Source: an optimization exercise on an open RTL-to-GDS flow (aim: small area). Production flows keep margins and buffers that such runs may drop.
Function was checked by simulation only, so behaviour that the tests miss may differ from the original. The clock port is modelled as an ideal driver; clocking choices that lean on that would not hold on a real chip.

==> build 94: inputs <==
==> flow/design.v <==
module probe_capture_buf #(
    parameter int PROBE_W  = 19,
    parameter int DEPTH    = 256,
    parameter int TRIG_POS = 64
) (
    input  logic               clk,
    input  logic               rst_n,
    input  logic [PROBE_W-1:0] probe,
    input  logic [PROBE_W-1:0] trig_mask,
    input  logic [PROBE_W-1:0] trig_value,
    input  logic               arm,
    input  logic               abort,
    output logic               rd_valid,
    output logic [PROBE_W-1:0] rd_data,
    output logic               rd_last,
    input  logic               rd_ready,
    output logic               busy,
    output logic               triggered,
    output logic               done
);
    localparam int W  = PROBE_W;
    localparam int NB = 240;                   
    localparam int NS = 16;                    
    localparam int NT = NB / NS;               
    logic [W*NB-1:0] r_big;
    logic [W*NS-1:0] r_small;
    logic            r_busy;     
    logic            r_trig;     
    logic            r_done;     
    logic            r_go;       
    logic [7:0]      r_cnt;      
    logic            r_fdone;    
    logic [7:0]      r_fp;       
    logic [4:0]      r_n;        
    logic [3:0]      r_hp;       
    logic         w_match;
    logic         w_end;
    logic         w_valid;
    logic         w_xfer;
    logic         w_last;
    logic         w_fetch;
    logic [W-1:0] w_tap;
    assign w_match = (((probe ^ trig_value) & trig_mask) == '0);
    assign w_end   = (r_cnt == 8'hff);
    assign w_valid = r_go;
    assign w_xfer  = w_valid && rd_ready;
    assign w_last  = r_fdone && (r_n == 5'd1);
    assign w_fetch = r_done && !r_fdone && (r_fp[3:0] == 4'hf) && (!r_n[4] || w_xfer);
    always_ff @(posedge clk) begin
        r_big   <= {r_big[W*(NB-1)-1:0], r_busy ? probe : r_big[W*NB-1 -: W]};
        r_small <= {r_small[W*(NS-1)-1:0], (r_busy || w_fetch) ? w_tap : r_small[W*NS-1 -: W]};
    end
    always_ff @(posedge clk) begin
        if (!rst_n || abort) begin
            r_busy <= 1'b0;
            r_trig <= 1'b0;
            r_done <= 1'b0;
            r_go   <= 1'b0;
        end else if (r_busy) begin
            if (r_trig) begin
                if (w_end) begin
                    r_busy <= 1'b0;
                    r_done <= 1'b1;
                end
            end else if (!r_cnt[7] && w_match) begin
                r_trig <= 1'b1;
            end
        end else if (r_done) begin
            r_go <= 1'b1;
            if (w_xfer && w_last) begin
                r_trig <= 1'b0;
                r_done <= 1'b0;
                r_go   <= 1'b0;
            end
        end else if (arm) begin
            r_busy <= 1'b1;
        end
    end
    always_ff @(posedge clk) begin
        if (r_busy) begin
            if (r_trig || r_cnt[7]) begin
                r_cnt <= r_cnt + 8'd1;
            end else if (w_match) begin
                r_cnt <= 8'd65;
            end
        end else if (r_done) begin
            if (w_fetch) r_cnt <= r_cnt + 8'd1;
        end else begin
            r_cnt <= 8'd192;
        end
    end
    always_ff @(posedge clk) begin
        if (!r_done) begin
            r_fdone <= 1'b0;
            r_fp    <= 8'(NB - 1);
            r_n     <= 5'(NS);
            r_hp    <= 4'(NS - 1);
        end else begin
            if (w_fetch && r_cnt == 8'(NB - 1)) r_fdone <= 1'b1;
            if (!w_fetch) r_fp <= (r_fp == 8'(NB - 1)) ? 8'd0 : r_fp + 8'd1;
            r_n <= r_n + {4'd0, w_fetch} - {4'd0, w_xfer};
            if (w_fetch && (r_n == {4'd0, w_xfer})) r_hp <= 4'd0;
            else if (!w_xfer) r_hp <= r_hp + 4'd1;
        end
    end
    logic [NT-1:0]   w_tsel;
    logic [W*NT-1:0] w_taps;
    always_comb begin
        for (int t = 0; t < NT; t++) begin
            w_tsel[t]          = (r_fp[7:4] == 4'(t));
            w_taps[W*t +: W]   = r_big[W*(NS*t+NS-1) +: W];
        end
    end
    probe_capture_mux #(.W(W), .N(NT)) u_tap_mux (
        .d(w_taps),
        .s(w_tsel),
        .y(w_tap)
    );
    logic [NS-1:0] w_hsel;
    always_comb begin
        for (int i = 0; i < NS; i++) w_hsel[i] = (r_hp == 4'(i));
    end
    probe_capture_mux #(.W(W), .N(NS)) u_rd_mux (
        .d(r_small),
        .s(w_hsel),
        .y(rd_data)
    );
    assign rd_valid  = w_valid;
    assign rd_last   = w_valid && w_last;
    assign busy      = r_busy;
    assign triggered = r_trig;
    assign done      = r_done;
endmodule
module probe_capture_mux #(
    parameter int W = 19,
    parameter int N = 16
) (
    input  logic [W*N-1:0] d,
    input  logic [N-1:0]   s,
    output logic [W-1:0]   y
);
    localparam int NG = (N + 2) / 3;
    logic [W-1:0] w_grp_n [NG];
    for (genvar g = 0; g < NG; g++) begin : g_grp
        for (genvar b = 0; b < W; b++) begin : g_bit
            if (3 * g + 2 < N) begin : g_3
                probe_capture_aoi3 u_aoi (
                    .d({d[W*(3*g+2)+b], d[W*(3*g+1)+b], d[W*(3*g)+b]}),
                    .s(s[3*g+2:3*g]),
                    .y(w_grp_n[g][b])
                );
            end else if (3 * g + 1 < N) begin : g_2
                assign w_grp_n[g][b] = !((d[W*(3*g+1)+b] && s[3*g+1]) || (d[W*(3*g)+b] && s[3*g]));
            end else begin : g_1
                assign w_grp_n[g][b] = !(d[W*(3*g)+b] && s[3*g]);
            end
        end
    end
    always_comb begin
        y = '0;
        for (int g = 0; g < NG; g++) y = y | ~w_grp_n[g];
    end
endmodule
module probe_capture_aoi3 (
    input  logic [2:0] d,
    input  logic [2:0] s,
    output logic       y
);
    assign y = !(|(d & s));
endmodule
==> flow/flow/run.sh <==
#!/bin/bash
# The standard layout (standard.sh, unchanged synthesis and steps) with two settings of its
# own: input and output ports get sky130_fd_sc_hd__buf_1 buffers, and clock tree synthesis
# clusters up to 33 sinks within 100 um per leaf buffer and inserts no dummy loads.
# The make output goes to standard.log; each step's own log stays under orfs/logs/.
set -euo pipefail
export BUFFER_PORTS_ARGS="-buffer_cell sky130_fd_sc_hd__buf_1"
export CTS_ARGS="-sink_clustering_enable -repair_clock_nets -sink_clustering_size 33 -sink_clustering_max_diameter 100 -dont_use_dummy_load"
bash standard.sh > standard.log 2>&1
==> flow/standard.sh <==
#!/bin/bash
# synth_recipe.tcl (not shown) runs the flow's synth.tcl, then flattens the netlist and writes it again
# the make line also repeats each setting of config.mk as NAME=value (left out here)
make -C /OpenROAD-flow-scripts/flow DESIGN_CONFIG=/design/flow/config.mk WORK_HOME=/design/flow/orfs CLKGATE_MAP_FILE= SYNTH_SCRIPT=/design/flow/synth_recipe.tcl "${@:-finish}"
==> flow/config.mk <==
export PLATFORM = sky130hd
export DESIGN_NAME = probe_capture_buf
export DESIGN_NICKNAME = probe_capture_buf
export VERILOG_FILES = /design/flow/design.v
export SDC_FILE = /design/flow/constraint.sdc
export NUM_CORES = 4
export LEC_CHECK = 0
export CAP_MARGIN = 20
export CORE_MARGIN = 2
export CORE_UTILIZATION = 60
export PLACE_DENSITY = 0.72
export SLEW_MARGIN = 20
export SYNTH_HIERARCHICAL = 1
==> flow/constraint.sdc <==
create_clock -name core_clock -period 10.0 [get_ports {clk}]
set_input_delay 2.0000 -clock core_clock [delete_from_list [all_inputs] [get_ports {clk}]]
set_output_delay 2.0000 -clock core_clock [all_outputs]
set_load 0.01 [all_outputs]
==> build 35: changes against build 94 <==
--- a/flow/design.v
+++ b/flow/design.v
@@ -49,5 +49,6 @@
     always_ff @(posedge clk) begin
         r_big   <= {r_big[W*(NB-1)-1:0], r_busy ? probe : r_big[W*NB-1 -: W]};
-        r_small <= {r_small[W*(NS-1)-1:0], (r_busy || w_fetch) ? w_tap : r_small[W*NS-1 -: W]};
+        r_small <= {r_small[W*(NS-1)-1:0],
+                    r_busy ? r_big[W*NB-1 -: W] : w_fetch ? w_tap : r_small[W*NS-1 -: W]};
     end
     always_ff @(posedge clk) begin
==> flow/flow/run.sh (replaced) <==
#!/bin/bash
# The standard layout (standard.sh, unchanged synthesis and steps) with two settings of its
# own: input and output ports get sky130_fd_sc_hd__buf_1 buffers, and clock tree synthesis
# clusters up to 30 sinks within 100 um per leaf buffer and inserts no dummy loads.
# The make output goes to standard.log; each step's own log stays under orfs/logs/.
set -euo pipefail
export BUFFER_PORTS_ARGS="-buffer_cell sky130_fd_sc_hd__buf_1"
export CTS_ARGS="-sink_clustering_enable -repair_clock_nets -sink_clustering_size 30 -sink_clustering_max_diameter 100 -dont_use_dummy_load"
bash standard.sh > standard.log 2>&1
==> reports/metrics.cfg <==
[floorplan]
core-area_um2=170000
die_w_um=417

[run_status]
outcome=finished clean

[pwr]
clockPowerShare_pct=30.0
combPwrFrac_pct=0.1
net-switching-power_mw=5.25

[worst_setup_path]
critPathLaunch=r_hp[0]

[final_layout]
buf_share_pct=0.398

That was build 35.
==> reports/metrics.cfg <==
[run_status]
outcome=finished clean

[pwr]
net-switching-power_mw=5.16
combPwrFrac_pct=0.2
clockPowerShare_pct=29.2

[floorplan]
core-area_um2=169000
die_w_um=417

[final_layout]
buf_share_pct=0.468

[grt]
grt_pass1_vias=36100

[clock_tree]
insertion_delay_ps=840

That was build 94.

-- afterwards: timing with drivers on the ports --
The results above use ideal ports. As a check the final layouts listed here were re-extracted and re-timed, cells and wires unchanged.
Step 1 sets driving cells, clkbuf_16 on the clock port and buf_2 on the other inputs (assumed; they add their load-dependent delay and slew).
Step 2 moves the port delays by t, midway between the first and last clock arrival at a register: inputs arrive t later, outputs are due t later. That takes back most of the time a late clock gives input paths.
Three values: ideal ports, drivers, drivers and shift; two values: the first two.
run	shift t [ns]	setup WS [ns]	clock arrival spread, ns
build 94	0.883	4.590 / 4.514 / 4.794	0.064 / 0.064
build 35	0.885	4.596 / 4.518 / 5.084	0.072 / 0.071
After both steps every run listed still meets setup and hold.
